Context: an optimization exercise on an open-source flow, tuned for small area, a short achievable clock period and few clock cycles. The choices shown serve that exercise and are no tape-out recipe.
RTL that was checked went through simulation tests only; none was proved equivalent to the original.
For runs 1 to 7, only the layout was checked, not whether the RTL still works.
Power and IR drop assume default switching activity.

### design/flow/flow/run.sh
#!/bin/bash
# Standard layout, with the port buffers made of plain buf_1 cells
# (the default pick is the slower and larger clkdlybuf4s50_1); the
# resizer still sizes them up where timing or slew needs it.
set -euo pipefail
export BUFFER_PORTS_ARGS="-buffer_cell sky130_fd_sc_hd__buf_1"
bash standard.sh > flow_make.log 2>&1
### design/flow/constraint.sdc
create_clock -name core_clock -period 5.0 [get_ports {clk_in}]
set_input_delay 1.0000 -clock core_clock [delete_from_list [all_inputs] [get_ports {clk_in}]]
set_output_delay 1.0000 -clock core_clock [all_outputs]
set_load 0.01 [all_outputs]
### design/flow/design.v
`timescale 1ns/1ps
`default_nettype none
package mem_pkg;
  typedef logic [31:0] addr_t;
  typedef logic [31:0] word_t;
  typedef logic [7:0]  byte_t;
  typedef logic [1:0]  size_t;
  localparam logic [1:0] IO_SELECT = 2'b11;  
endpackage
`default_nettype wire
`timescale 1ns/1ps
`default_nettype none
module mem_unit (
  input  logic                   clk_in,
  input  logic                   rst_in,
  input  logic                   rdy_in,
  input  logic                   fetch_en,
  input  mem_pkg::addr_t         fetch_addr,
  output logic                   fetch_done,
  output mem_pkg::word_t         fetch_data,
  input  logic                   load_en,
  input  mem_pkg::addr_t         load_addr,
  input  mem_pkg::size_t         load_size,
  output logic                   load_done,
  output mem_pkg::word_t         load_data,
  input  logic                   store_en,
  input  mem_pkg::addr_t         store_addr,
  input  mem_pkg::size_t         store_size,
  input  mem_pkg::word_t         store_data,
  output logic                   store_done,
  input  logic                   flush_in,
  input  logic                   io_buffer_full,
  input  mem_pkg::byte_t         mem_din,
  output mem_pkg::byte_t         mem_dout,
  output mem_pkg::addr_t         mem_a,
  output logic                   mem_wr
);
  logic        f_out;       
  logic        s_val;       
  logic [15:0] sw;
  logic [2:0]  fc;
  logic        fdin;        
  logic        f_sub;       
  logic [31:0] ra;
  logic        d_busy;
  logic        d_run;       
  logic        own;         
  logic        own_w;       
  logic        d_wr;        
  logic        d_io;        
  logic [17:0] d_q;         
  logic [1:0]  d_idx;       
  logic [1:0]  d_last;      
  logic [31:0] sd;          
  logic        ldin;        
  logic        l_fin;       
  logic        d_req;
  logic [1:0]  req_size, req_last;
  logic [17:0] req_addr;
  logic        req_io;
  logic        d_go;        
  logic        d_end;       
  logic        l_start;     
  logic        f_new;       
  logic        c_out;       
  logic        f_go0;       
  logic        f_done0;     
  logic [2:0]  fc0;
  logic [15:0] sw0;
  logic        n_busy, n_run, n_wr, n_io, n_fout, n_own;
  logic [1:0]  n_idx, n_last;
  logic [2:0]  n_fc;
  assign d_req    = load_en || store_en;
  assign req_size = load_en ? load_size : store_size;
  assign req_last = req_size[1] ? 2'd3 : {1'b0, req_size[0]};
  assign req_addr = load_en ? load_addr[17:0] : store_addr[17:0];
  assign req_io   = (req_addr[17:16] == mem_pkg::IO_SELECT);
  assign d_go     = own && !(d_wr && d_io && io_buffer_full);
  assign d_end    = d_go && d_idx == d_last;
  assign c_out    = fetch_en || (f_out && !flush_in);
  assign f_go0    = !own && !fc[2] && (c_out || s_val);
  assign l_start  = own && !d_run && !d_wr;
  assign f_done0  = c_out && ((fc[2] && !l_start) || (f_go0 && fc == 3'd3));
  assign fc0      = f_done0 ? 3'd0 : fc + {2'd0, f_go0};
  assign sw0      = f_done0 ? sw + 16'd1 : sw;
  assign f_new    = fetch_en && !(s_val && fetch_addr[17:2] == sw);
  assign mem_a    = {14'd0, own ? d_q : {sw, fc[1:0]}};
  assign mem_dout = sd[8*d_idx +: 8];
  assign mem_wr   = rdy_in && own_w && !(d_io && io_buffer_full);
  assign fetch_data = {f_sub ? mem_din : ra[31:24], ra[23:0]};
  assign load_data[7:0]   = (d_last == 2'd0) ? mem_din : ra[7:0];
  assign load_data[15:8]  = (d_last == 2'd1) ? mem_din : {8{d_last[1]}} & ra[15:8];
  assign load_data[23:16] = {8{d_last[1]}} & ra[23:16];
  assign load_data[31:24] = {8{d_last[1]}} & mem_din;
  always_ff @(posedge clk_in)
  begin
    if (fdin)
      ra[8*(fc[1:0] - 2'd1) +: 8] <= mem_din;
    if (ldin && !l_fin)
      ra[8*(d_idx - 2'd1) +: 8] <= mem_din;
    if (rdy_in && store_en)
      sd <= store_data;
  end
  always_comb
  begin
    n_busy = d_busy;
    n_run  = d_run;
    n_wr   = d_wr;
    n_io   = d_io;
    n_idx  = d_idx;
    n_last = d_last;
    n_fout = f_out;
    n_fc   = fc;
    if (!rdy_in)
    begin
      if (l_fin)
      begin
        n_busy = 1'b1;
        n_run  = 1'b1;
      end
    end
    else
    begin
      if (d_req)
      begin
        n_busy = 1'b1;
        n_run  = 1'b0;
        n_wr   = store_en;
        n_io   = req_io;
        n_idx  = 2'd0;
        n_last = req_last;
      end
      else if (own)
      begin
        n_run = 1'b1;
        if (d_end)
        begin
          n_busy = 1'b0;
          n_wr   = 1'b0;
        end
        else if (d_go)
          n_idx = d_idx + 2'd1;
      end
      n_fout = f_new || (c_out && !f_done0);
      n_fc   = (f_new || l_start) ? 3'd0 :
               (fetch_en && f_done0) ? 3'd4 : fc0;
    end
    n_own = n_busy && (n_run || !(n_fout && n_fc != 3'd0 && !n_fc[2]));
  end
  always_ff @(posedge clk_in)
  begin
    if (rst_in)
    begin
      f_out      <= 1'b0;
      s_val      <= 1'b0;
      fc         <= 3'd0;
      fdin       <= 1'b0;
      f_sub      <= 1'b0;
      ldin       <= 1'b0;
      l_fin      <= 1'b0;
      d_busy     <= 1'b0;
      d_run      <= 1'b0;
      own        <= 1'b0;
      own_w      <= 1'b0;
      d_wr       <= 1'b0;
      fetch_done <= 1'b0;
      load_done  <= 1'b0;
      store_done <= 1'b0;
    end
    else
    begin
      d_busy <= n_busy;
      d_run  <= n_run;
      d_wr   <= n_wr;
      d_io   <= n_io;
      d_idx  <= n_idx;
      d_last <= n_last;
      f_out  <= n_fout;
      fc     <= n_fc;
      own    <= n_own;
      own_w  <= n_own && n_wr;
      if (!rdy_in)
      begin
        fdin  <= 1'b0;
        f_sub <= 1'b0;
        ldin  <= 1'b0;
        l_fin <= 1'b0;
        if (l_fin)
          load_done <= 1'b0;
      end
      else
      begin
        if (d_req)
          d_q <= req_addr;
        else if (d_go && !d_end)
          d_q <= d_q + 18'd1;
        ldin      <= d_go && !d_wr;
        l_fin     <= d_end && !d_wr;
        load_done <= d_end && !d_wr;
        store_done <= (n_own && n_wr && !n_io && n_idx == n_last) ||
                      (d_end && d_wr && d_io);
        fdin       <= f_go0 && !f_new;
        f_sub      <= f_go0 && c_out && fc == 3'd3 && !f_new;
        fetch_done <= f_done0 && !f_new;
        sw         <= fetch_en ? fetch_addr[17:2] : sw0;
        if (fetch_en)
          s_val <= 1'b1;
      end
    end
  end
endmodule
`default_nettype wire
### design/flow/config.mk
export PLATFORM = sky130hd
export DESIGN_NAME = mem_unit
export DESIGN_NICKNAME = mem_unit
export VERILOG_FILES = /design/flow/design.v
export SDC_FILE = /design/flow/constraint.sdc
export NUM_CORES = 4
export LEC_CHECK = 0
export CAP_MARGIN = 20
export CORE_MARGIN = 2
export CORE_UTILIZATION = 40
export SETUP_SLACK_MARGIN = 2.4
export SLEW_MARGIN = 20
### design/flow/standard.sh
#!/bin/bash
# synth_recipe.tcl (not shown) runs the flow's synth.tcl, then flattens the netlist and writes it again
# the make line also repeats each setting of config.mk as NAME=value (left out here)
make -C /OpenROAD-flow-scripts/flow DESIGN_CONFIG=/design/flow/config.mk WORK_HOME=/design/flow/orfs CLKGATE_MAP_FILE= SYNTH_SCRIPT=/design/flow/synth_recipe.tcl "${@:-finish}"
==> flow_summary.yaml, run 1 <==
route:
  drc: 0
  first_pass_iters: 5
  drt_iter0_markers: 241
  ant_nets: 0
  vias: 5564
  via_per_inst: 5.08
  routed_wl_mm: 17.8
  wl_per_cell_um: 16.3
setup_path:
  crit_arrival_ns: 1.64
  r2r-start: "d_idx[0]"
  endpoint_kind: "output pin"
  path_max_fanout: 8
  worst-setup-path-type: "reg -> out"
  regToRegSetupSlack_ns: 2.61
  critPathMaxStageDelay_ns: 0.50
  slowest_stage: "edfxtp_1"
  startpoint_type: "flip-flop"
  required_ns: 4.00
  timing.rr.end: "ra[12]"
  reg2regPathDepth: 7
  crit_chain: "nor2_4, buf_12, mux2_4, buf_6"
min_path:
  min-delay-start: "fetch_done"
  hold_path_class: "reg -> reg"
  holdPathEnd: "fetch_done"
  min_path_cells: 2
global_route:
  grt_pass1_vias: 5288
  grt_pass1_wl_mm: 27.5
  grt_overflow: 0
  antenna_found_initial: 0
  grt_start_max_net_pins: 38
  grtUsageTotal: 0.197
final_layout:
  n_antenna_cell: 0
  nNetsFinal: 1025
  syn2layout_area_growth_pct: 26.4
  multi_input_area_um2: 3430
  stdcell_count: 1095
  utilization: 0.519
  regArea_um2: 3120
  num-fill-cells: 1577
  drive_gt1_frac: 0.183
synthesis:
  seq_area_frac_synth: 0.456
  async_reset_ff_frac: 0
  yosysTopAreaCell: "edfxtp_1"
  netlist_area_um2: 6830
  synthCells: 675
  ys_seq_elements: 120
  avgSynthCellArea_um2: 10.1
  synthFlopType: "edfxtp_1"
  synth_edf_count: 71
  yosys-top-cells-area: "edfxtp_1 (31%), dfxtp_1 (14%), mux2_2 (5.8%), nand2_1 (4.3%), xnor2_1 (4.2%)"
  synth_top_cell_area_share: 0.312
  yosysWarnings: 1
  synth_cell_types: 56
power:
  swShare: 0.275
  power.share.sequential: 0.403
  power.leakage_nw: 3.17
  p_comb_frac: 0.179
  powerDensity_nw_per_um2: 353
  clock_power_share: 0.418
  ir_drop_uv: 227
  p_switching_uw: 840
  power_mw: 3.05
  p_int_mw: 2.21
timing:
  fmax_mhz: 379
  fin_crit_sh: 0.528
  worst_slack_ns: 2.36
  slew_viol_final: 0
  max_slew_margin: 0.507
  rsz0062_at_grt: "yes"
  setup_tns_ns: 0
  finClkSkew_ns: 0.0130
  tightest_slew_ns: 0.739
  setup_viol: 0
  hold_violations: 0
  fin_crit_ns: 2.64
clocking:
  cts_tree: "yes"
  clkSlewWorstSetupHoldPaths_ns: 0.06
  h-tree-depth: 4
  cts_sinks: 120
  root_buffer: "clkbuf_16"
  cts_made_buffers: 17
  clk_latency_ns: 0.42
  cts_buffer_depth: 2
place:
  dp_hpwl_mm: 12.6
  finalWeightedCongestion: 0.861
  placed_cells: 1039
  port-buffer-count: 197
  pre_cts_ws_ns: 1.87
floorplan:
  die_w_um: 135
  start_util: 0.411
  fp.dieArea_um2: 18100
  die_y_um: 135
  ios: 256
  row_count: 47
  core_um2: 16600
flow_run:
  cap_violations: 0
run_status:
  outcome: "finished clean"
[synthesized netlist by cell type (5+ instances only)]
library cell and instances:
nand3_1 21, mux4_2 8, mux2i_1 6, a21oi_1 26
xor2_1 20, and3_1 7, inv_1 14, and2_1 23
dfxtp_1 49, mux2_2 35, buf_4 38, nand2b_1 6
clkbuf_1 20, nand4_1 11, o22ai_1 7, a22o_1 32
buf_1 6, buf_2 6, o31ai_1 5, o21ai_0 47
nand2_1 79, ha_1 15, xnor2_1 33, nor2_1 38
nor3_1 8, edfxtp_1 71
[state kept, by name, indices dropped and copies added, names as in the netlist]
name        cells
fc              3
d_last          2
ra             32
s_val           1
store_done      1
f_out           1
own_w           1
ldin            1
load_done       1
sd             32
d_run           1
d_wr            1
d_busy          1
f_sub           1
d_q            18
d_io            1
fetch_done      1
sw             16
own             1
d_idx           2
l_fin           1
fdin            1
[power by group through the flow]
stage	logic [mW]	registers (mW)	clock network [mW]
6_report	0.546	1.23	1.27
3_5_place_dp	0.474	1.26	0
2_1_floorplan	0.391	1.22	0
3_3_place_gp	0.471	1.26	0
5_1_grt	0.601	1.24	1.34
4_1_cts	0.530	1.23	1.31
[kinds of logic (layout without fill, tap and decap cells)]
logic type               after synthesis  after routing  share of synthesized area
multiplexers                          49             49                     0.0928
buffers and inverters                 84            271                     0.0681
AND/OR/NAND/NOR                      216            216                      0.154
XOR/XNOR                              54             54                     0.0703
other                                  1             14                   0.000549
flip-flops                           120            120                      0.456
adder cells (fa/ha/maj)               15             15                     0.0275
AO/OA/AOI/OAI                        136            136                      0.131
[layout make-up]
| cell class | count | area share |
|---|---|---|
| multi-input cells | 484 | 0.397 |
| flip-flops and latches | 120 | 0.361 |
| repair buffers | 225 | 0.132 |
| clock buffers | 17 | 0.0493 |
| well taps | 220 | 0.0319 |
| clock inverters | 15 | 0.0220 |
| inverters | 14 | 0.00609 |
[critical path: cells and delay by family, from the launching register on]
| kind | cells | cell delay [ns] |
|---|---|---|
| flops | 1 | 0.50 |
| simple gates | 1 | 0.15 |
| mux | 1 | 0.31 |
| buf+inv | 2 | 0.27 |
[how the worst max path moves through the flow]
stage               from      endpoint  slack (ns)
6_report       d_last[1]  load_data[5]        2.36
5_1_grt        d_last[0]  load_data[5]        2.30
4_1_cts        d_last[1]  load_data[5]        2.30
3_5_place_dp      rdy_in        mem_wr        1.87
3_3_place_gp      rdy_in        mem_wr        1.88
2_1_floorplan   fetch_en    store_done        2.40
[routing by layer]
layer	wire length, µm	GRT usage
met1	8120	0.263
met2	8540	0.325
met3	935	0.0357
met4	216	0.0614
met5	0	0
[metrics by stage]
stage	area, µm²	hold WS (ns)
final	8630	0.478
after global routing	8630	0.486
after global placement	7560	0.459
after detailed placement	7560	0.464
after CTS	8460	0.479
after floorplan	6930	0.445
[timing repair]
item | 4_1_cts | 5_1_grt
hold buffers | 0 | 0
setup endpoints to repair | 117 | 64
gates cloned | 0 | 1
resized for setup | 50 | 42
buffers inserted | 15 | 8
pin swaps | 1 | 9
[cells in the final DEF, fill, tap and decap left out, types with 7 or more instances in the layout]
master	n
buf_6	10
dfxtp_1	46
and2_1	22
nor2_1	34
ha_1	15
o21ai_0	39
buf_2	14
a21oi_1	25
nor3_1	8
edfxtp_1	71
o22ai_1	7
nand4_1	11
and3_1	7
a22o_1	32
o21ai_1	8
xnor2_1	33
clkbuf_16	18
mux4_2	8
conb_1	14
xor2_1	20
mux2_2	27
buf_4	21
buf_1	166
mux2_4	8
inv_1	14
nand3_1	21
nand2_1	79
==> run 2, diff against run 1 <==
--- a/design/flow/config.mk
+++ b/design/flow/config.mk
@@ -9,4 +9,5 @@
 export CORE_MARGIN = 2
 export CORE_UTILIZATION = 40
-export SETUP_SLACK_MARGIN = 2.4
+export SETUP_SLACK_MARGIN = 2.6
 export SLEW_MARGIN = 20
+export TNS_END_PERCENT = 5
==> flow_summary.yaml, run 2 <==
timing:
  hold_violations: 0
  rsz0062_at_grt: "yes"
  setup_tns_ns: 0
  fin_crit_sh: 0.532
  fin_crit_ns: 2.66
  setup_viol: 0
  slew_viol_final: 0
  tightest_slew_ns: 0.799
  max_slew_margin: 0.467
  holdWs_ns: 0.470
  finClkSkew_ns: 0.00994
  worst_slack_ns: 2.34
  fmax_mhz: 376
final_layout:
  layout_commonest_cell: "buf_1"
  drive_gt1_frac: 0.154
  regArea_um2: 3120
  top_regs: "ra: 32 flops, sd: 32 flops, d_q: 18 flops"
  n_antenna_cell: 0
  syn2layout_area_growth_pct: 23.7
  final_cell_mix: "buf_1 (179), nand2_1 (79), edfxtp_1 (71), dfxtp_1 (47), o21ai_0 (46)"
  nNetsFinal: 1015
  num-fill-cells: 1570
  multi_input_area_um2: 3400
floorplan:
  ios: 256
  die_w_um: 135
  core_um2: 16600
  die_y_um: 135
  row_count: 47
  start_util: 0.411
  fp.dieArea_um2: 18100
place:
  pre_cts_ws_ns: 1.79
  finalWeightedCongestion: 0.841
  dp_hpwl_mm: 12.7
  port-buffer-count: 197
clocking:
  h-tree-depth: 4
  clk_latency_ns: 0.42
  clkSlewWorstSetupHoldPaths_ns: 0.06
  cts_tree: "yes"
  cts_buffer_depth: 2
  root_buffer: "clkbuf_16"
  cts_made_buffers: 17
  cts_sinks: 120
route:
  wl_per_cell_um: 16.1
  first_pass_iters: 5
  vias: 5477
  via_per_inst: 5.05
  routed_wl_mm: 17.5
  drt_iter0_markers: 331
  drc: 0
  ant_nets: 0
global_route:
  grtUsageTotal: 0.195
  grt_start_max_net_pins: 34
  grt_overflow: 0
  grt_pass1_vias: 5153
  grt_pass1_wl_mm: 27.3
  antenna_found_initial: 0
setup_path:
  worst-setup-path-type: "reg -> out"
  crit_arrival_ns: 1.66
  endpoint_kind: "output pin"
  required_ns: 4.00
  path_max_fanout: 8
  startpoint_type: "flip-flop"
synthesis:
  synth_most_common_cell: "nand2_1"
  synth_cell_types: 56
  netlist_area_um2: 6830
  async_reset_ff_frac: 0
  synth_top_cell_area_share: 0.312
  synthCells: 675
  synthFlopType: "edfxtp_1"
  yosys-top-cells-area: "edfxtp_1 (31%), dfxtp_1 (14%), mux2_2 (5.8%), nand2_1 (4.3%), xnor2_1 (4.2%)"
  avgSynthCellArea_um2: 10.1
  seq_area_frac_synth: 0.456
  ys_seq_elements: 120
  yosysWarnings: 1
  synth_commonest_cells: "nand2_1 (79), edfxtp_1 (71), dfxtp_1 (49)"
  synth_edf_count: 71
  yosysTopAreaCell: "edfxtp_1"
flow_run:
  cap_violations: 0
power:
  ir_drop_uv: 221
  powerDensity_nw_per_um2: 355
  power.leakage_nw: 3.04
run_status:
  outcome: "finished clean"
min_path:
  hold_path_class: "reg -> reg"
## run 2: per-layer routing
layer  vias to the layer above  wire length [µm]  track usage
met5                         -                 0            0
met2                       166              8150        0.308
met3                        28               915       0.0357
met1                      2546              7960        0.264
met4                         0               442       0.0860
li1                       2737                 -            -
## run 2: cells by family after synthesis
| logic type | synth area share |
|---|---|
| adders and majority gates | 0.0275 |
| muxes | 0.0928 |
| buffers and inverters | 0.0681 |
| xor gates and xnor gates | 0.0703 |
| and+or+nand+nor | 0.154 |
| DFF | 0.456 |
| other | 0.000549 |
| AOI/OAI and AO/OA | 0.131 |
## run 2: worst paths after layout
kind / slack (ns) / end / from / depth (start not counted)
min: 0.47 / fetch_done / fetch_done / 2
min reg2reg: 0.47 / fetch_done / fetch_done / 2
max: 2.34 / load_data[3] / d_last[0] / 4
max reg2reg: 2.70 / store_done / own / 10
## run 2: critical path: stages (launching register included)
cell and delay, ns:
edfxtp_1 0.50, nor2_4 0.17, buf_12 0.14, mux2_4 0.31
buf_6 0.12
## run 2: through the flow
step	total power, mW	std cells	utilization	instance area, µm²
3_5_place_dp	1.74	1040	0.455	7570
5_1_grt	3.15	1085	0.508	8450
6_report	3.00	1085	0.508	8450
4_1_cts	3.03	1083	0.505	8400
2_1_floorplan	1.61	688	-	6930
3_3_place_gp	1.73	1040	0.455	7570
## run 2: report_power, final
part / switching [mW] / internal [mW] / leakage, nW / total [mW]
Combinational: 0.276 / 0.247 / 1.69 / 0.523
Clock: 0.461 / 0.787 / 0.283 / 1.25
Sequential: 0.0777 / 1.15 / 1.07 / 1.23
Total: 0.815 / 2.19 / 3.04 / 3.00
## run 2: layout make-up
cell class              instances  share of cell area
clock buffers                  18              0.0508
inverters                      14             0.00622
multi-input cells             484               0.403
well taps                     220              0.0326
clock inverters                14              0.0206
flip-flops and latches        120               0.369
repair buffers                215               0.118
## run 2: what timing repair did
| item | CTS | global route |
|---|---|---|
| endpoints found under the hold margin | 0 | 0 |
| endpoints found under the setup margin | 147 | 112 |
| pin swaps | 1 | 2 |
| setup buffers | 11 | 2 |
| hold buffers | 0 | 0 |
| resized for setup | 38 | 4 |
==> run 3, diff against run 2 <==
--- a/design/flow/design.v
+++ b/design/flow/design.v
@@ -52,4 +52,5 @@
   logic [1:0]  d_idx;       
   logic [1:0]  d_last;      
+  logic        sz1, sz2, sz4;  
   logic [31:0] sd;          
   logic        ldin;        
@@ -89,8 +90,8 @@
   assign mem_wr   = rdy_in && own_w && !(d_io && io_buffer_full);
   assign fetch_data = {f_sub ? mem_din : ra[31:24], ra[23:0]};
-  assign load_data[7:0]   = (d_last == 2'd0) ? mem_din : ra[7:0];
-  assign load_data[15:8]  = (d_last == 2'd1) ? mem_din : {8{d_last[1]}} & ra[15:8];
-  assign load_data[23:16] = {8{d_last[1]}} & ra[23:16];
-  assign load_data[31:24] = {8{d_last[1]}} & mem_din;
+  assign load_data[7:0]   = ({8{sz1}} & mem_din) | ({8{!sz1}} & ra[7:0]);
+  assign load_data[15:8]  = ({8{sz2}} & mem_din) | ({8{sz4}} & ra[15:8]);
+  assign load_data[23:16] = {8{sz4}} & ra[23:16];
+  assign load_data[31:24] = {8{sz4}} & mem_din;
   always_ff @(posedge clk_in)
   begin
@@ -180,4 +181,7 @@
       own    <= n_own;
       own_w  <= n_own && n_wr;
+      sz1    <= (n_last == 2'd0);
+      sz2    <= (n_last == 2'd1);
+      sz4    <= n_last[1];
       if (!rdy_in)
       begin
--- a/design/flow/config.mk
+++ b/design/flow/config.mk
@@ -9,5 +9,4 @@
 export CORE_MARGIN = 2
 export CORE_UTILIZATION = 40
-export SETUP_SLACK_MARGIN = 2.6
+export SETUP_SLACK_MARGIN = 2.4
 export SLEW_MARGIN = 20
-export TNS_END_PERCENT = 5
==> flow_summary.yaml, run 3 <==
synthesis:
  netlist_area_um2: 6810
  synth_most_common_cell: "edfxtp_1"
  seq_area_frac_synth: 0.466
  synth_cell_types: 58
  async_reset_ff_frac: 0
  yosys-top-cells-area: "edfxtp_1 (32%), dfxtp_1 (14%), mux2_2 (5.8%), a22o_1 (5.4%), xnor2_1 (4.6%)"
  synthCells: 653
  yosysWarnings: 1
  synth_top_cell_area_share: 0.322
  ys_seq_elements: 122
  synth_commonest_cells: "edfxtp_1 (73), nand2_1 (63), dfxtp_1 (49)"
  yosysTopAreaCell: "edfxtp_1"
  avgSynthCellArea_um2: 10.4
  synth_edf_count: 73
  synthFlopType: "edfxtp_1"
floorplan:
  start_util: 0.409
  fp.dieArea_um2: 18100
  ios: 256
  core_um2: 16600
  row_count: 47
  die_y_um: 135
  die_w_um: 135
min_path:
  hold_path_class: "reg -> reg"
global_route:
  grt_start_max_net_pins: 40
  grt_pass1_wl_mm: 26.2
  grt_overflow: 0
  grtUsageTotal: 0.189
  antenna_found_initial: 1
  grt_pass1_vias: 4913
clocking:
  postCtsHoldBufs: 0
  clkSlewWorstSetupHoldPaths_ns: 0.05
  clk_latency_ns: 0.42
  cts_buffer_depth: 2
  cts_sinks: 122
  h-tree-depth: 4
  cts_tree: "yes"
  root_buffer: "clkbuf_16"
  cts_made_buffers: 17
timing:
  tightest_slew_ns: 1.07
  hold_violations: 0
  fin_crit_ns: 2.65
  rsz0062_at_grt: "yes"
  setup_tns_ns: 0
  setup_viol: 0
  finClkSkew_ns: 0.00927
  max_slew_margin: 0.282
  fmax_mhz: 377
  slew_viol_final: 0
  fin_crit_sh: 0.531
power:
  power.leakage_nw: 2.99
  powerDensity_nw_per_um2: 356
  ir_drop_uv: 284
route:
  via_per_inst: 5.04
  routed_wl_mm: 16.9
  wl_per_cell_um: 16.0
  drc: 0
  first_pass_iters: 4
  drt_iter0_markers: 251
  ant_nets: 0
  vias: 5323
place:
  finalWeightedCongestion: 0.855
  dp_hpwl_mm: 12.2
  placed_area_um2: 7500
  port-buffer-count: 197
final_layout:
  layout_commonest_cell: "buf_1"
  num-fill-cells: 1572
  top_regs: "ra: 32 flops, sd: 32 flops, d_q: 18 flops"
  syn2layout_area_growth_pct: 21.9
  nNetsFinal: 986
  drive_gt1_frac: 0.151
  regArea_um2: 3180
  stdcell_area_um2: 8300
  multi_input_area_um2: 3290
  n_antenna_cell: 0
  final_cell_mix: "buf_1 (178), edfxtp_1 (73), nand2_1 (62), dfxtp_1 (47)"
flow_run:
  cap_violations: 0
setup_path:
  startpoint_type: "flip-flop"
  regToRegSetupSlack_ns: 2.55
  path_max_fanout: 7
  required_ns: 4.00
  endpoint_kind: "output pin"
  crit_arrival_ns: 1.65
  worst-setup-path-type: "reg -> out"
run_status:
  outcome: "finished clean"
[run 3: final cells by class]
| cell class | instances | share of cell area |
|---|---|---|
| clock buffers | 21 | 0.0582 |
| clock inverters | 11 | 0.0127 |
| flip-flops and latches | 122 | 0.383 |
| repair buffers | 211 | 0.111 |
| inverters | 13 | 0.00588 |
| well taps | 220 | 0.0332 |
| multi-input cells | 458 | 0.396 |
[run 3: per-stage QoR]
step / hold WS (ns) / power [mW] / util / instances / worst slack [ns]
detailed placement: 0.463 / 1.73 / 0.451 / 1015 / 1.78
global route: 0.503 / 3.08 / 0.499 / 1056 / 2.29
global placement: 0.459 / 1.73 / 0.451 / 1015 / 1.78
CTS: 0.480 / 2.98 / 0.495 / 1056 / 2.35
floorplan: 0.445 / 1.61 / - / 666 / 2.24
finish: 0.476 / 2.96 / 0.499 / 1056 / 2.35
[run 3: power by group]
part	internal, mW	leakage [nW]	switching, mW
combinational	0.235	1.62	0.258
sequential	1.17	1.09	0.0740
clock	0.749	0.286	0.471
total	2.15	2.99	0.803
[run 3: logic make-up (layout without fill, tap and decap cells)]
group,Yosys count,in the layout,synth area share
adders and majority gates,15,15,0.0275
xor gates and xnor gates,54,54,0.0694
DFF,122,122,0.466
muxes,50,50,0.0953
AOI/OAI and AO/OA,134,134,0.136
and+or+nand+nor,191,191,0.135
other,1,14,0.000550
buffers and inverters,86,256,0.0702
[run 3: repair_timing]
item                                    4_1_cts  5_1_grt
endpoints found under the setup margin      120       32
gates cloned                                  0        0
pin swaps                                     2        2
setup buffers                                 9        0
gates resized for setup                      25       23
[run 3: critical path, stage by stage (launching register included)]
cell      delay (ns)
edfxtp_1        0.39
buf_6           0.17
mux4_2          0.52
clkbuf_2        0.15
[run 3: worst paths after layout]
path	endpoint	cells past startpoint	from
worst max-delay path	mem_dout[7]	3	d_idx[0]
worst min-delay path	ra[28]	1	ra[28]
worst max register to register	ra[9]	7	d_idx[0]
worst min register to register	ra[28]	1	ra[28]
[run 3: layer usage]
metal | vias to the layer above | track usage | part of all wire
li1 | 2667 | - | -
met1 | 2485 | 0.264 | 0.48
met2 | 148 | 0.283 | 0.45
met3 | 21 | 0.0526 | 0.051
met4 | 2 | 0.0620 | 0.016
met5 | - | 0 | 0.00077
==> run 4, diff against run 3 <==
--- a/design/flow/config.mk
+++ b/design/flow/config.mk
@@ -9,4 +9,5 @@
 export CORE_MARGIN = 2
 export CORE_UTILIZATION = 40
-export SETUP_SLACK_MARGIN = 2.4
+export SETUP_SLACK_MARGIN = 2.6
 export SLEW_MARGIN = 20
+export TNS_END_PERCENT = 5
==> flow_summary.yaml, run 4 <==
clocking:
  cts_made_buffers: 17
  clk_latency_ns: 0.41
  cts_sinks: 122
  postCtsHoldBufs: 0
  h-tree-depth: 4
  root_buffer: "clkbuf_16"
  cts_tree: "yes"
  cts_buffer_depth: 2
  clkSlewWorstSetupHoldPaths_ns: 0.06
synthesis:
  synth_edf_count: 73
  synth_top_cell_area_share: 0.322
  synth_cell_types: 58
  synth_commonest_cells: "edfxtp_1 (73), nand2_1 (63), dfxtp_1 (49)"
  async_reset_ff_frac: 0
  netlist_area_um2: 6810
  ys_seq_elements: 122
  synthCells: 653
  yosys-top-cells-area: "edfxtp_1 (32%), dfxtp_1 (14%), mux2_2 (5.8%), a22o_1 (5.4%), xnor2_1 (4.6%)"
  synthFlopType: "edfxtp_1"
  synth_most_common_cell: "edfxtp_1"
  yosysTopAreaCell: "edfxtp_1"
  seq_area_frac_synth: 0.466
  avgSynthCellArea_um2: 10.4
  yosysWarnings: 1
setup_path:
  crit_arrival_ns: 1.62
  timing.rr.end: "ra[19]"
  startpoint_type: "flip-flop"
  crit_chain: "buf_6, mux4_2, buf_6"
  worst-setup-path-type: "reg -> out"
  slowest_stage: "mux4_2"
  endpoint_kind: "output pin"
  r2r-start: "d_idx[0]"
  cpMostUsedCell: "buf_6"
  reg2regPathDepth: 6
  critPathMaxStageDelay_ns: 0.52
  regToRegSetupSlack_ns: 2.71
  path_max_fanout: 7
  required_ns: 4.00
timing:
  fmax_mhz: 381
  setup_tns_ns: 0
  holdWs_ns: 0.479
  slew_viol_final: 0
  tightest_slew_ns: 0.830
  worst_slack_ns: 2.38
  rsz0062_at_grt: "yes"
  hold_violations: 0
  finClkSkew_ns: 0.00605
  setup_viol: 0
  fin_crit_ns: 2.62
  fin_crit_sh: 0.524
  max_slew_margin: 0.446
min_path:
  min_path_cells: 1
  holdPathEnd: "ra[29]"
  min-delay-start: "ra[29]"
  hold_path_class: "reg -> reg"
final_layout:
  num-fill-cells: 1590
  utilization: 0.509
  final_cell_mix: "buf_1 (181), edfxtp_1 (73), nand2_1 (62), dfxtp_1 (46), a22o_1 (42)"
  layout_commonest_cell: "buf_1"
  syn2layout_area_growth_pct: 24.2
  n_antenna_cell: 0
  nNetsFinal: 990
  top_regs: "ra: 32 flops, sd: 32 flops, d_q: 18 flops"
  drive_gt1_frac: 0.161
route:
  vias: 5296
  first_pass_iters: 7
  drc: 0
  via_per_inst: 5.00
  routed_wl_mm: 17.0
  drt_iter0_markers: 374
  wl_per_cell_um: 16.0
  ant_nets: 0
run_status:
  outcome: "finished clean"
global_route:
  antenna_found_initial: 0
  grt_overflow: 0
  grt_pass1_wl_mm: 25.9
  grtUsageTotal: 0.185
  grt_pass1_vias: 4847
  grt_start_max_net_pins: 39
power:
  ir_drop_uv: 253
  power.leakage_nw: 3.06
  swShare: 0.275
  powerDensity_nw_per_um2: 363
  clock_power_share: 0.428
  p_switching_uw: 845
  p_comb_frac: 0.167
  p_int_mw: 2.23
  power.share.sequential: 0.404
place:
  port-buffer-count: 197
  dp_hpwl_mm: 12.0
  pre_cts_ws_ns: 1.83
  finalWeightedCongestion: 0.812
floorplan:
  row_count: 47
  ios: 256
  fp.dieArea_um2: 18100
  core_um2: 16600
  die_y_um: 135
  start_util: 0.409
  die_w_um: 135
flow_run:
  cap_violations: 0
-- run 4: cell counts after synthesis --
Identical to the previous run, type by type.
-- run 4: power by group through the flow --
stage | clock network [mW] | registers, mW | logic [mW]
floorplan | 0 | 1.23 | 0.383
global placement | 0 | 1.27 | 0.454
detailed placement | 0 | 1.28 | 0.457
CTS | 1.34 | 1.24 | 0.486
global route | 1.38 | 1.25 | 0.563
finish | 1.32 | 1.24 | 0.514
-- run 4: cell type report --
class	count	area [µm²]	area share
clock buffer	17	425	0.0503
clock inverter	15	204	0.0241
inverter	13	48.8	0.00576
multi-input combinational	458	3330	0.393
sequential	122	3180	0.376
tap	220	275	0.0325
timing repair buffer	215	1010	0.119
-- run 4: per-layer routing --
metal  vias up  track usage  wire (µm)
met4         0       0.0573        181
met2       137        0.285       8020
met5         -            0          0
li1       2664            -          -
met3        10       0.0428        784
met1      2485        0.260       8000
-- run 4: worst max-delay path, delay by kind of cell (launching register included) --
kind	cells	cell delay [ns]
muxes	1	0.52
buffers and inverters	2	0.31
DFF	1	0.37
-- run 4: how the worst max path moves through the flow --
stage	start	to	slack (ns)	depth (start not counted)
4_1_cts	mem_din[4]	fetch_data[28]	2.28	3
5_1_grt	d_idx[0]	mem_dout[1]	2.30	3
3_3_place_gp	d_idx[0]	ra[11]	1.80	5
2_1_floorplan	rdy_in	mem_wr	2.40	5
3_5_place_dp	d_idx[0]	ra[10]	1.83	5
6_report	d_idx[0]	mem_dout[1]	2.38	3
-- run 4: stage by stage --
step	cell area, µm²	power (mW)	cells
after floorplan	6920	1.61	666
after global placement	7500	1.73	1014
after detailed placement	7500	1.73	1014
after CTS	8230	3.07	1054
after global routing	8460	3.20	1060
final	8460	3.07	1060
-- run 4: cell families after synthesis --
logic type | count (synthesis) | share of synthesized area
AO/OA/AOI/OAI | 134 | 0.136
XOR/XNOR | 54 | 0.0694
adder cells (fa/ha/maj) | 15 | 0.0275
buffers and inverters | 86 | 0.0702
flip-flops | 122 | 0.466
multiplexers | 50 | 0.0953
other | 1 | 0.000550
AND/OR/NAND/NOR | 191 | 0.135
-- run 4: what timing repair did --
| item | CTS | global route |
|---|---|---|
| setup endpoints to repair | 137 | 118 |
| pin swaps | 0 | 7 |
| gates resized for setup | 11 | 52 |
| setup buffers | 8 | 6 |
==> run 5, diff against run 4 <==
--- a/design/flow/design.v
+++ b/design/flow/design.v
@@ -94,10 +94,13 @@
   assign load_data[23:16] = {8{sz4}} & ra[23:16];
   assign load_data[31:24] = {8{sz4}} & mem_din;
+  logic [1:0] f_lane, l_lane;
+  assign f_lane = fc[1:0] - 2'd1;
+  assign l_lane = d_idx - 2'd1;
   always_ff @(posedge clk_in)
   begin
     if (fdin)
-      ra[8*(fc[1:0] - 2'd1) +: 8] <= mem_din;
+      ra[8*f_lane +: 8] <= mem_din;
     if (ldin && !l_fin)
-      ra[8*(d_idx - 2'd1) +: 8] <= mem_din;
+      ra[8*l_lane +: 8] <= mem_din;
     if (rdy_in && store_en)
       sd <= store_data;
--- a/design/flow/config.mk
+++ b/design/flow/config.mk
@@ -9,5 +9,4 @@
 export CORE_MARGIN = 2
 export CORE_UTILIZATION = 40
-export SETUP_SLACK_MARGIN = 2.6
+export SETUP_SLACK_MARGIN = 2.4
 export SLEW_MARGIN = 20
-export TNS_END_PERCENT = 5
==> flow_summary.yaml, run 5 <==
flow_run:
  cap_violations: 0
timing:
  setup_viol: 0
  hold_violations: 0
  finClkSkew_ns: 0.00471
  worst_slack_ns: 2.36
  holdWs_ns: 0.477
  fin_crit_ns: 2.64
  setup_tns_ns: 0
  max_slew_margin: 0.446
  rsz0062_at_grt: "yes"
  tightest_slew_ns: 0.831
  slew_viol_final: 0
  fmax_mhz: 379
  fin_crit_sh: 0.528
synthesis:
  async_reset_ff_frac: 0
  yosysWarnings: 1
  synthCells: 639
  ys_seq_elements: 122
  synth_cell_types: 55
  seq_area_frac_synth: 0.471
  synth_edf_count: 73
  synthFlopType: "edfxtp_1"
  synth_most_common_cell: "edfxtp_1"
  netlist_area_um2: 6730
  yosysTopAreaCell: "edfxtp_1"
  synth_top_cell_area_share: 0.326
  yosys-top-cells-area: "edfxtp_1 (33%), dfxtp_1 (15%), mux2_2 (6.2%), a22o_1 (5.6%), buf_4 (4.2%)"
  avgSynthCellArea_um2: 10.5
  synth_commonest_cells: "edfxtp_1 (73), nand2_1 (64), o21ai_0 (51)"
global_route:
  grtUsageTotal: 0.189
  grt_pass1_vias: 5016
  grt_overflow: 0
  grt_start_max_net_pins: 46
  grt_pass1_wl_mm: 26.5
  antenna_found_initial: 0
setup_path:
  r2r-start: "d_idx[0]"
  worst-setup-path-type: "in -> reg"
  crit_arrival_ns: 2.92
  critPathMaxStageDelay_ns: 0.40
  startpoint_type: "primary input"
  timing.rr.end: "store_done"
  path_max_fanout: 7
  slowest_stage: "a2111oi_4"
  reg2regPathDepth: 9
  critPathCapture: "store_done"
  regToRegSetupSlack_ns: 2.60
  required_ns: 5.28
  crit_chain: "buf_8, buf_12, or2_4, o21ai_2, nor2_1, ha_2, xor2_1, nor2_1, a211oi_2, a22o_1, a2111oi_4, a211oi_2"
  cp-startpoint: "fetch_en"
  endpoint_kind: "flip-flop"
route:
  vias: 5326
  drc: 0
  ant_nets: 0
  first_pass_iters: 5
  via_per_inst: 5.07
  drt_iter0_markers: 309
  routed_wl_mm: 17.0
  wl_per_cell_um: 16.2
clocking:
  cts_made_buffers: 17
  postCtsHoldBufs: 0
  clkSlewWorstSetupHoldPaths_ns: 0.06
  h-tree-depth: 4
  cts_tree: "yes"
  cts_buffer_depth: 2
  root_buffer: "clkbuf_16"
  clk_latency_ns: 0.41
  cts_sinks: 122
final_layout:
  n_antenna_cell: 0
  final_cell_mix: "buf_1 (182), edfxtp_1 (73), nand2_1 (64), o21ai_0 (50), dfxtp_1 (47)"
  drive_gt1_frac: 0.153
  stdcell_count: 1050
  top_regs: "ra: 32 flops, sd: 32 flops, d_q: 18 flops"
  syn2layout_area_growth_pct: 22.6
  nNetsFinal: 978
  layout_commonest_cell: "buf_1"
floorplan:
  fp.dieArea_um2: 17900
  core_um2: 16500
  ios: 256
  start_util: 0.408
  row_count: 47
  die_y_um: 134
  die_w_um: 134
place:
  pre_cts_ws_ns: 1.69
  finalWeightedCongestion: 0.835
  placed_cells: 1002
  dp_hpwl_mm: 12.0
  port-buffer-count: 197
run_status:
  outcome: "finished clean"
power:
  power_mw: 2.96
  powerDensity_nw_per_um2: 358
  ir_drop_uv: 209
  power.leakage_nw: 2.99
min_path:
  hold_path_class: "reg -> reg"
[run 5: cell types whose count changed after synthesis, moves of 3 or more]
cell	change
nor3b_1	-3
buf_1	-3
xnor2_1	-5
clkbuf_1	-3
o21ai_0	+11
nor2_1	-9
a32o_1	-3
[run 5: final cells by class]
type                       count  area [µm²]
clock inverter                12        85.1
timing repair buffer         214         980
tap                          220         275
fill                        1595        8270
inverter                      12        46.3
clock buffer                  20         479
multi-input combinational    450        3210
sequential                   122        3180
[run 5: worst max-delay path: cells and delay by family]
family / cells / cell delay [ns]
XOR/XNOR: 1 / 0.13
buffers and inverters: 2 / 0.22
AND/OR/NAND/NOR: 3 / 0.43
AO/OA/AOI/OAI: 5 / 0.97
adder cells (fa/ha/maj): 1 / 0.17
[run 5: how the worst min path moves through the flow]
| stage | from | to | slack [ns] | cells past startpoint |
|---|---|---|---|---|
| 6_report | fetch_done | fetch_done | 0.48 | 2 |
| 5_1_grt | ra[28] | ra[28] | 0.50 | 1 |
| 4_1_cts | ra[31] | ra[31] | 0.48 | 1 |
| 3_5_place_dp | ra[31] | ra[31] | 0.46 | 1 |
| 2_1_floorplan | ra[24] | ra[24] | 0.45 | 1 |
| 3_3_place_gp | fetch_done | fetch_done | 0.45 | 2 |
[run 5: where the power goes]
part	internal, mW	switching, mW
registers	1.18	0.0857
clock network	0.697	0.468
logic	0.251	0.276
total	2.13	0.829
[run 5: cells by family (layout without fill, tap and decap cells)]
kind of cell / count (synthesis) / count (layout) / share of synthesized area
multiplexers: 52 / 52 / 0.0990
AO/OA/AOI/OAI: 144 / 144 / 0.145
buffers and inverters: 80 / 258 / 0.0678
XOR/XNOR: 49 / 49 / 0.0676
AND/OR/NAND/NOR: 178 / 178 / 0.125
adder cells (fa/ha/maj): 13 / 13 / 0.0242
other: 1 / 14 / 0.000557
flip-flops: 122 / 122 / 0.471
[run 5: stage by stage]
stage / instance area (µm²) / utilization
floorplan: 6820 / -
global placement: 7430 / 0.450
detailed placement: 7430 / 0.450
CTS: 8120 / 0.491
global route: 8260 / 0.500
finish: 8260 / 0.500
[run 5: timing repair]
| action | 4_1_cts | 5_1_grt |
|---|---|---|
| gates cloned | 0 | 1 |
| buffers inserted | 7 | 8 |
| resized for setup | 24 | 15 |
| pin swaps | 1 | 10 |
| endpoints found under the setup margin | 120 | 32 |
[run 5: layer usage]
layer | GRT usage | routed length, µm
met4 | 0.0579 | 210
met3 | 0.0449 | 1080
met2 | 0.292 | 7880
met1 | 0.264 | 7860
met5 | 0 | 0
==> run 6, diff against run 5 <==
--- a/design/flow/design.v
+++ b/design/flow/design.v
@@ -52,8 +52,8 @@
   logic [1:0]  d_idx;       
   logic [1:0]  d_last;      
-  logic        sz1, sz2, sz4;  
   logic [31:0] sd;          
   logic        ldin;        
   logic        l_fin;       
+  logic        ls1, ls2, ls4;  
   logic        d_req;
   logic [1:0]  req_size, req_last;
@@ -90,17 +90,14 @@
   assign mem_wr   = rdy_in && own_w && !(d_io && io_buffer_full);
   assign fetch_data = {f_sub ? mem_din : ra[31:24], ra[23:0]};
-  assign load_data[7:0]   = ({8{sz1}} & mem_din) | ({8{!sz1}} & ra[7:0]);
-  assign load_data[15:8]  = ({8{sz2}} & mem_din) | ({8{sz4}} & ra[15:8]);
-  assign load_data[23:16] = {8{sz4}} & ra[23:16];
-  assign load_data[31:24] = {8{sz4}} & mem_din;
-  logic [1:0] f_lane, l_lane;
-  assign f_lane = fc[1:0] - 2'd1;
-  assign l_lane = d_idx - 2'd1;
+  assign load_data[7:0]   = ls1 ? mem_din : ra[7:0];
+  assign load_data[15:8]  = ls2 ? mem_din : {8{ls4}} & ra[15:8];
+  assign load_data[23:16] = {8{ls4}} & ra[23:16];
+  assign load_data[31:24] = {8{ls4}} & mem_din;
   always_ff @(posedge clk_in)
   begin
     if (fdin)
-      ra[8*f_lane +: 8] <= mem_din;
+      ra[8*(fc[1:0] - 2'd1) +: 8] <= mem_din;
     if (ldin && !l_fin)
-      ra[8*l_lane +: 8] <= mem_din;
+      ra[8*(d_idx - 2'd1) +: 8] <= mem_din;
     if (rdy_in && store_en)
       sd <= store_data;
@@ -163,4 +160,7 @@
       ldin       <= 1'b0;
       l_fin      <= 1'b0;
+      ls1        <= 1'b0;
+      ls2        <= 1'b0;
+      ls4        <= 1'b0;
       d_busy     <= 1'b0;
       d_run      <= 1'b0;
@@ -184,7 +184,4 @@
       own    <= n_own;
       own_w  <= n_own && n_wr;
-      sz1    <= (n_last == 2'd0);
-      sz2    <= (n_last == 2'd1);
-      sz4    <= n_last[1];
       if (!rdy_in)
       begin
@@ -193,4 +190,7 @@
         ldin  <= 1'b0;
         l_fin <= 1'b0;
+        ls1   <= 1'b0;
+        ls2   <= 1'b0;
+        ls4   <= 1'b0;
         if (l_fin)
           load_done <= 1'b0;
@@ -204,4 +204,7 @@
         ldin      <= d_go && !d_wr;
         l_fin     <= d_end && !d_wr;
+        ls1       <= d_end && !d_wr && d_last == 2'd0;
+        ls2       <= d_end && !d_wr && d_last == 2'd1;
+        ls4       <= d_end && !d_wr && d_last[1];
         load_done <= d_end && !d_wr;
         store_done <= (n_own && n_wr && !n_io && n_idx == n_last) ||
==> flow_summary.yaml, run 6 <==
run_status:
  outcome: "finished clean"
timing:
  tightest_slew_ns: 0.803
  slew_viol_final: 0
  fin_crit_sh: 0.522
  finClkSkew_ns: 0.00813
  setup_viol: 0
  fin_crit_ns: 2.61
  setup_tns_ns: 0
  holdWs_ns: 0.465
  rsz0062_at_grt: "yes"
  fmax_mhz: 383
  hold_violations: 0
  max_slew_margin: 0.465
floorplan:
  die_w_um: 135
  core_um2: 16600
  die_y_um: 135
  ios: 256
  row_count: 47
  start_util: 0.411
  fp.dieArea_um2: 18100
synthesis:
  yosysTopAreaCell: "edfxtp_1"
  yosys-top-cells-area: "edfxtp_1 (31%), dfxtp_1 (15%), mux2_2 (5.6%), a22o_1 (4.6%), buf_4 (4.3%)"
  ys_seq_elements: 123
  synth_cell_types: 57
  avgSynthCellArea_um2: 10.2
  seq_area_frac_synth: 0.464
  synth_commonest_cells: "nand2_1 (75), edfxtp_1 (71), dfxtp_1 (52)"
  netlist_area_um2: 6840
  synthFlopType: "edfxtp_1"
  synth_most_common_cell: "nand2_1"
  synth_edf_count: 71
  async_reset_ff_frac: 0
  synthCells: 670
  yosysWarnings: 1
  synth_top_cell_area_share: 0.312
final_layout:
  utilization: 0.513
  drive_gt1_frac: 0.172
  multi_input_area_um2: 3390
  n_antenna_cell: 0
  nNetsFinal: 1018
  final_cell_mix: "buf_1 (176), nand2_1 (75), edfxtp_1 (71), dfxtp_1 (49), o21ai_0 (41)"
  stdcell_area_um2: 8540
  syn2layout_area_growth_pct: 24.9
  top_regs: "ra: 32 flops, sd: 32 flops, d_q: 18 flops"
  num-fill-cells: 1575
  layout_commonest_cell: "buf_1"
  regArea_um2: 3180
clocking:
  root_buffer: "clkbuf_16"
  postCtsHoldBufs: 0
  cts_tree: "yes"
  clk_latency_ns: 0.41
  cts_buffer_depth: 2
  cts_sinks: 123
  h-tree-depth: 4
  cts_made_buffers: 17
  clkSlewWorstSetupHoldPaths_ns: 0.06
route:
  first_pass_iters: 5
  via_per_inst: 5.12
  vias: 5568
  ant_nets: 0
  drc: 0
  drt_iter0_markers: 409
  wl_per_cell_um: 16.0
  routed_wl_mm: 17.4
power:
  power.leakage_nw: 3.11
  powerDensity_nw_per_um2: 342
  power_mw: 2.92
  ir_drop_uv: 227
min_path:
  hold_path_class: "reg -> reg"
place:
  finalWeightedCongestion: 0.862
  dp_hpwl_mm: 12.1
  port-buffer-count: 197
  placed_area_um2: 7560
setup_path:
  required_ns: 5.33
  endpoint_kind: "flip-flop"
  path_max_fanout: 5
  crit_arrival_ns: 2.95
  worst-setup-path-type: "in -> reg"
  startpoint_type: "primary input"
global_route:
  grt_overflow: 0
  grt_pass1_wl_mm: 27.3
  antenna_found_initial: 0
  grt_start_max_net_pins: 34
  grtUsageTotal: 0.191
  grt_pass1_vias: 5321
flow_run:
  cap_violations: 0
==> run 6: per-stage QoR <==
stage,worst slack (ns),std cells
floorplan,2.22,683
global placement,1.56,1037
detailed placement,1.62,1037
CTS,2.38,1085
global route,2.33,1088
finish,2.39,1088
==> run 6: final cells by class <==
class | instances | area share
clock inverters | 12 | 0.0128
well taps | 220 | 0.0322
inverters | 16 | 0.00704
flip-flops and latches | 123 | 0.372
repair buffers | 221 | 0.124
clock buffers | 20 | 0.0548
multi-input cells | 476 | 0.397
==> run 6: power breakdown <==
part           internal [mW]  leakage [nW]  switching (mW)
Combinational          0.228          1.72           0.246
Clock                  0.730         0.291           0.460
Sequential              1.18          1.09          0.0755
==> run 6: per-layer routing <==
metal | track usage | wire length, µm | up-vias
li1 | - | - | 2758
met1 | 0.266 | 8310 | 2622
met2 | 0.299 | 8000 | 171
met3 | 0.0443 | 874 | 17
met4 | 0.0556 | 172 | 0
met5 | 0 | 0 | -
==> run 6: critical path, cell delays in order <==
cell and delay, ns:
buf_2 0.14, buf_12 0.14, or3_1 0.38, o31ai_2 0.08, or3b_1 0.39, a221o_1 0.30
o41a_1 0.32, a211oi_2 0.19
==> run 6: worst paths after layout <==
| kind | from | end | slack [ns] | cells after the start |
|---|---|---|---|---|
| setup reg to reg | d_idx[0] | store_done | 2.54 | 9 |
| hold / removal | load_done | load_done | 0.46 | 2 |
| setup / recovery | load_en | store_done | 2.39 | 8 |
| hold reg to reg | load_done | load_done | 0.46 | 2 |
==> run 6: logic make-up after synthesis <==
family          share of synthesized area
flops                               0.464
compound gates                      0.139
xor+xnor                           0.0653
other cells                      0.000549
mux                                0.0882
simple gates                        0.148
fa+ha+maj                          0.0275
buf+inv                            0.0679
==> run 6: timing repair <==
action                                  in CTS  in global routing
resized for setup                           34                 29
pin swaps                                    5                  6
cloned                                       2                  0
setup buffers                               14                  3
endpoints found under the setup margin     123                 15
==> run 7, diff against run 6 <==
--- a/design/flow/design.v
+++ b/design/flow/design.v
@@ -87,5 +87,5 @@
   assign f_new    = fetch_en && !(s_val && fetch_addr[17:2] == sw);
   assign mem_a    = {14'd0, own ? d_q : {sw, fc[1:0]}};
-  assign mem_dout = sd[8*d_idx +: 8];
+  assign mem_dout = sd[7:0];
   assign mem_wr   = rdy_in && own_w && !(d_io && io_buffer_full);
   assign fetch_data = {f_sub ? mem_din : ra[31:24], ra[23:0]};
@@ -102,4 +102,6 @@
     if (rdy_in && store_en)
       sd <= store_data;
+    else if (rdy_in && d_go && d_wr)
+      sd <= sd >> 8;
   end
   always_comb
==> flow_summary.yaml, run 7 <==
run_status:
  outcome: "finished clean"
floorplan:
  die_y_um: 138
  die_w_um: 138
  ios: 256
  core_um2: 17400
  fp.dieArea_um2: 19000
  start_util: 0.411
  row_count: 48
min_path:
  holdPathEnd: "fetch_done"
  hold_path_class: "reg -> reg"
  min-delay-start: "fetch_done"
  min_path_cells: 2
clocking:
  h-tree-depth: 4
  cts_sinks: 123
  cts_made_buffers: 17
  clkSlewWorstSetupHoldPaths_ns: 0.06
  root_buffer: "clkbuf_16"
  clk_latency_ns: 0.42
  postCtsHoldBufs: 0
  cts_tree: "yes"
  cts_buffer_depth: 2
place:
  port-buffer-count: 197
  finalWeightedCongestion: 0.824
  placed_area_um2: 7800
  pre_cts_ws_ns: 1.69
  dp_hpwl_mm: 12.3
synthesis:
  async_reset_ff_frac: 0
  synth_cell_types: 63
  synth_top_cell_area_share: 0.298
  yosysTopAreaCell: "edfxtp_1"
  synthFlopType: "edfxtp_1"
  synthCells: 712
  seq_area_frac_synth: 0.444
  synth_commonest_cells: "nand2_1 (75), edfxtp_1 (71), mux2_2 (61)"
  yosysWarnings: 1
  ys_seq_elements: 123
  synth_edf_count: 71
  netlist_area_um2: 7150
  synth_most_common_cell: "nand2_1"
  avgSynthCellArea_um2: 10.0
  yosys-top-cells-area: "edfxtp_1 (30%), dfxtp_1 (15%), mux2_2 (9.6%), buf_4 (4.9%), nand2_1 (3.9%)"
setup_path:
  path_max_fanout: 8
  timing.rr.end: "ra[20]"
  regToRegSetupSlack_ns: 2.63
  worst-setup-path-type: "in -> out"
  required_ns: 4.00
  r2r-start: "fc[0]"
  crit_arrival_ns: 1.59
  startpoint_type: "primary input"
  endpoint_kind: "output pin"
  reg2regPathDepth: 7
  cp-startpoint: "mem_din[1]"
timing:
  fin_crit_ns: 2.59
  max_slew_margin: 0.406
  fmax_mhz: 387
  holdWs_ns: 0.465
  hold_violations: 0
  setup_tns_ns: 0
  tightest_slew_ns: 0.889
  setup_viol: 0
  fin_crit_sh: 0.517
  worst_slack_ns: 2.41
  rsz0062_at_grt: "no"
  slew_viol_final: 0
  finClkSkew_ns: 0.00933
route:
  ant_nets: 0
  wl_per_cell_um: 15.6
  via_per_inst: 5.05
  first_pass_iters: 7
  drt_iter0_markers: 264
  drc: 0
  routed_wl_mm: 17.3
  vias: 5582
power:
  power.leakage_nw: 3.07
  power_mw: 3.00
  powerDensity_nw_per_um2: 352
  ir_drop_uv: 238
final_layout:
  final_cell_mix: "buf_1 (181), nand2_1 (74), edfxtp_1 (71), mux2_2 (60)"
  num-fill-cells: 1707
  stdcell_area_um2: 8500
  drive_gt1_frac: 0.160
  nNetsFinal: 1031
  multi_input_area_um2: 3540
  layout_commonest_cell: "buf_1"
  top_regs: "ra: 32 flops, sd: 32 flops, d_q: 18 flops"
  syn2layout_area_growth_pct: 18.9
  regArea_um2: 3170
  n_antenna_cell: 0
global_route:
  antenna_found_initial: 0
  grt-busiest-layer: "met2"
  grt_pass1_wl_mm: 26.6
  use_met3: 0.0427
  grt_use_met2: 0.303
  grt.met1_usage: 0.235
  grtUsageTotal: 0.183
  grt_overflow: 0
  grt_pass1_vias: 5097
  grt_start_max_net_pins: 46
flow_run:
  cap_violations: 0
run 7: final cells by class:
class                   count  share of cell area
inverters                  16             0.00706
well taps                 225              0.0331
multi-input cells         507               0.416
clock inverters            14              0.0215
flip-flops and latches    123               0.373
clock buffers              18              0.0505
repair buffers            203              0.0989
run 7: cells by family after synthesis:
family,count (synthesis),synth area share
AND/OR/NAND/NOR,212,0.145
adder cells (fa/ha/maj),15,0.0262
multiplexers,65,0.102
AO/OA/AOI/OAI,149,0.140
buffers and inverters,95,0.0765
XOR/XNOR,52,0.0668
flip-flops,123,0.444
other,1,0.000524
run 7: worst max-delay path by stage:
| stage | endpoint | slack (ns) |
|---|---|---|
| 3_5_place_dp | sd[9] | 1.69 |
| 2_1_floorplan | mem_wr | 2.42 |
| 3_3_place_gp | sd[21] | 1.64 |
| 4_1_cts | mem_wr | 2.25 |
| 5_1_grt | store_done | 2.40 |
| 6_report | load_data[1] | 2.41 |
run 7: stage by stage:
stage	instances	utilization
6_report	1106	0.488
5_1_grt	1106	0.488
4_1_cts	1105	0.485
3_5_place_dp	1073	0.448
3_3_place_gp	1073	0.448
2_1_floorplan	725	-
run 7: repair_timing:
action / in CTS / in global routing
gates resized for setup: 20 / 20
setup buffers: 0 / 1
pin swaps: 0 / 1
endpoints found under the hold margin: 0 / 0
gates cloned: 0 / 0
setup endpoints to repair: 111 / 35
run 7: worst max-delay path, stage by stage:
cell      delay, ns
clkbuf_4       0.16
mux2_2         0.29
clkbuf_2       0.13
run 7: metal layers:
layer,vias up,part of all wire
met5,-,0
met1,2548,0.45
met4,0,0.010
met2,192,0.48
li1,2825,-
met3,17,0.061
run 7: power breakdown:
part,total (mW),leakage [nW],switching (mW),internal [mW]
combinational,0.460,1.69,0.246,0.214
clock,1.29,0.289,0.494,0.794
sequential,1.25,1.10,0.0709,1.18
==> run 8, diff against run 7 <==
--- a/design/flow/design.v
+++ b/design/flow/design.v
@@ -53,4 +53,5 @@
   logic [1:0]  d_last;      
   logic [31:0] sd;          
+  logic [3:0]  wb;          
   logic        ldin;        
   logic        l_fin;       
@@ -87,5 +88,6 @@
   assign f_new    = fetch_en && !(s_val && fetch_addr[17:2] == sw);
   assign mem_a    = {14'd0, own ? d_q : {sw, fc[1:0]}};
-  assign mem_dout = sd[7:0];
+  assign mem_dout = ({8{wb[0]}} & sd[7:0])   | ({8{wb[1]}} & sd[15:8]) |
+                    ({8{wb[2]}} & sd[23:16]) | ({8{wb[3]}} & sd[31:24]);
   assign mem_wr   = rdy_in && own_w && !(d_io && io_buffer_full);
   assign fetch_data = {f_sub ? mem_din : ra[31:24], ra[23:0]};
@@ -94,14 +96,15 @@
   assign load_data[23:16] = {8{ls4}} & ra[23:16];
   assign load_data[31:24] = {8{ls4}} & mem_din;
+  logic [1:0] f_lane, l_lane;
+  assign f_lane = fc[1:0] - 2'd1;
+  assign l_lane = d_idx - 2'd1;
   always_ff @(posedge clk_in)
   begin
     if (fdin)
-      ra[8*(fc[1:0] - 2'd1) +: 8] <= mem_din;
+      ra[8*f_lane +: 8] <= mem_din;
     if (ldin && !l_fin)
-      ra[8*(d_idx - 2'd1) +: 8] <= mem_din;
+      ra[8*l_lane +: 8] <= mem_din;
     if (rdy_in && store_en)
       sd <= store_data;
-    else if (rdy_in && d_go && d_wr)
-      sd <= sd >> 8;
   end
   always_comb
@@ -186,4 +189,5 @@
       own    <= n_own;
       own_w  <= n_own && n_wr;
+      wb     <= 4'b0001 << n_idx;
       if (!rdy_in)
       begin
--- a/design/flow/config.mk
+++ b/design/flow/config.mk
@@ -9,4 +9,7 @@
 export CORE_MARGIN = 2
 export CORE_UTILIZATION = 40
+export CTS_BUF_LIST = sky130_fd_sc_hd__clkbuf_4 sky130_fd_sc_hd__clkbuf_8
+export CTS_CLUSTER_DIAMETER = 150
+export CTS_CLUSTER_SIZE = 40
 export SETUP_SLACK_MARGIN = 2.4
 export SLEW_MARGIN = 20
==> flow_summary.yaml, run 8 <==
run_status:
  outcome: "finished clean"
floorplan:
  ios: 256
  row_count: 48
  start_util: 0.404
  die_w_um: 136
  fp.dieArea_um2: 18400
  die_y_um: 136
  core_um2: 17100
synthesis:
  synthCells: 679
  netlist_area_um2: 6920
  synth_commonest_cells: "nand2_1 (87), edfxtp_1 (75), dfxtp_1 (52)"
  avgSynthCellArea_um2: 10.2
  synthFlopType: "edfxtp_1"
  async_reset_ff_frac: 0
  seq_area_frac_synth: 0.476
  yosysWarnings: 1
  ys_seq_elements: 127
  synth_most_common_cell: "nand2_1"
  synth_top_cell_area_share: 0.326
  yosysTopAreaCell: "edfxtp_1"
  yosys-top-cells-area: "edfxtp_1 (33%), dfxtp_1 (15%), mux2_2 (6.0%), nand2_1 (4.7%), buf_4 (4.2%)"
  synth_cell_types: 63
  synth_edf_count: 75
timing:
  rsz0062_at_grt: "yes"
  fmax_mhz: 388
  fin_crit_sh: 0.515
  fin_crit_ns: 2.57
  tightest_slew_ns: 0.835
  slew_viol_final: 0
  worst_slack_ns: 2.43
  max_slew_margin: 0.444
  hold_violations: 0
  setup_viol: 0
  setup_tns_ns: 0
  finClkSkew_ns: 0.00981
final_layout:
  final_cell_mix: "buf_1 (183), nand2_1 (87), edfxtp_1 (75), o21ai_0 (49), dfxtp_1 (46)"
  top_regs: "ra: 32 flops, sd: 32 flops, d_q: 18 flops"
  nNetsFinal: 1012
  n_antenna_cell: 0
  syn2layout_area_growth_pct: 17.6
  drive_gt1_frac: 0.137
  layout_commonest_cell: "buf_1"
  utilization: 0.475
  stdcell_count: 1089
place:
  pre_cts_ws_ns: 1.77
  port-buffer-count: 197
  finalWeightedCongestion: 0.860
  placed_cells: 1052
  dp_hpwl_mm: 12.4
clocking:
  cts_sinks: 127
  clkSlewWorstSetupHoldPaths_ns: 0.08
  postCtsHoldBufs: 0
  cts_made_buffers: 17
  h-tree-depth: 4
  cts_buffer_depth: 2
  clk_latency_ns: 0.45
  root_buffer: "clkbuf_8"
  cts_tree: "yes"
setup_path:
  worst-setup-path-type: "in -> out"
  required_ns: 4.00
  crit_family: "buffers and inverters"
  crit_chain: "buf_2, mux2_2, buf_1"
  path_max_fanout: 8
  slowest_stage: "mux2_2"
  endpoint_kind: "output pin"
  path_buf_inv: 2
  startpoint_type: "primary input"
  crit_arrival_ns: 1.57
  critPathMaxStageDelay_ns: 0.28
route:
  ant_nets: 0
  routed_wl_mm: 17.4
  drt_iter0_markers: 266
  via_per_inst: 5.10
  wl_per_cell_um: 16.0
  vias: 5550
  drc: 0
  first_pass_iters: 5
global_route:
  grt_pass1_vias: 5159
  grtUsageTotal: 0.189
  antenna_found_initial: 0
  grt_overflow: 0
  grt_pass1_wl_mm: 27.0
  grt_start_max_net_pins: 38
power:
  ir_drop_uv: 156
  powerDensity_nw_per_um2: 325
  power.leakage_nw: 2.93
min_path:
  hold_path_class: "reg -> reg"
flow_run:
  cap_violations: 0
[run 8: layout make-up]
| type | instances | area, µm² |
|---|---|---|
| Timing Repair Buffer | 206 | 876 |
| Clock inverter | 15 | 150 |
| Tap cell | 225 | 282 |
| Inverter | 12 | 45.0 |
| Fill cell | 1666 | 8980 |
| Multi-Input combinational cell | 487 | 3250 |
| Sequential cell | 127 | 3300 |
| Clock buffer | 17 | 234 |
[run 8: final timing paths]
path                                 start              to  slack [ns]  cells after the start
worst max-delay path            mem_din[2]  fetch_data[26]        2.43                      3
worst min-delay path             load_done       load_done        0.45                      2
worst min register to register   load_done       load_done        0.45                      2
worst max register to register       sw[8]      store_done        2.70                      7
[run 8: timing repair]
| item | in CTS | in global routing |
|---|---|---|
| cloned | 0 | 1 |
| setup endpoints to repair | 90 | 15 |
| pin swaps | 1 | 2 |
| resized for setup | 19 | 16 |
| buffers inserted | 0 | 4 |
[run 8: stage by stage]
stage	hold slack [ns]	power [mW]	instance area, µm²
2_1_floorplan	0.445	1.68	6970
3_3_place_gp	0.439	1.77	7600
3_5_place_dp	0.445	1.78	7600
4_1_cts	0.459	2.65	8030
5_1_grt	0.484	2.78	8140
6_report	0.452	2.65	8140
[run 8: cells by family (layout without fill, tap and decap cells)]
| kind of cell | Yosys count | count (layout) | share of synthesized area |
|---|---|---|---|
| AOI/OAI and AO/OA | 162 | 162 | 0.159 |
| xor gates and xnor gates | 49 | 49 | 0.0631 |
| adders and majority gates | 13 | 13 | 0.0235 |
| buffers and inverters | 78 | 250 | 0.0671 |
| DFF | 127 | 127 | 0.476 |
| muxes | 40 | 40 | 0.0646 |
| other | 1 | 14 | 0.000542 |
| and+or+nand+nor | 209 | 209 | 0.146 |
[run 8: power by group]
group          internal, mW  leakage (nW)  total [mW]  switching, mW
combinational         0.210          1.61       0.450          0.239
sequential             1.23          1.14        1.32         0.0935
clock                 0.407         0.189       0.875          0.468
total                  1.84          2.93        2.65          0.801
[run 8: worst reg2reg max path, cell delays in order (launching register included)]
cell      delay, ns
edfxtp_1       0.52
xor2_1         0.21
nor4_1         0.31
nand2_1        0.19
o31ai_4        0.41
a32o_2         0.29
nor4b_4        0.06
nor4_2         0.21
[run 8: layer usage]
layer  track usage  routed length [µm]
met1         0.251                7870
met2         0.305                8180
met3        0.0486                1110
met4        0.0556                 215
met5             0                   0
Testbench counts of run 8, summed over its fixed seeds: cycles 65,234.

[afterwards: timing with drivers on the ports]
The results above use ideal ports. As a check the final layouts listed here were re-extracted and re-timed, cells and wires unchanged. Step 1, drivers: a clkbuf_16 drives clk_in and a buf_2 each remaining input, both assumed. Step 2 adds t to the input delays and takes it off the output delays; t is the mean of the earliest and latest rising clock arrival at the registers after step 1. Input paths then give back, and output paths get back, about the clock's delay inside the block. Slacks: no drivers / after step 1 / after step 2; pairs: no drivers / after step 1.
run | t (ns) | slack for setup (ns) | latest minus earliest clock arrival (ns) | pins driven straight from the clock port
run 1 | 0.458 | 2.358 / 2.316 / 1.963 | 0.013 / 0.013 | 1
run 2 | 0.455 | 2.341 / 2.297 / 1.962 | 0.011 / 0.011 | 1
run 3 | 0.460 | 2.347 / 2.303 / 2.004 | 0.012 / 0.012 | 1
run 4 | 0.460 | 2.379 / 2.332 / 2.052 | 0.009 / 0.009 | 1
run 5 | 0.447 | 2.361 / 2.332 / 1.913 | 0.007 / 0.006 | 1
run 6 | 0.453 | 2.388 / 2.368 / 1.959 | 0.014 / 0.014 | 1
run 7 | 0.461 | 2.414 / 2.392 / 2.025 | 0.010 / 0.010 | 1
run 8 | 0.482 | 2.426 / 2.406 / 1.969 | 0.011 / 0.011 | 1
After both steps setup and hold are still met in every run listed. The setup slack of run 8, which loses most, moves by -0.020 ns with the drivers and by -0.457 ns with both steps.
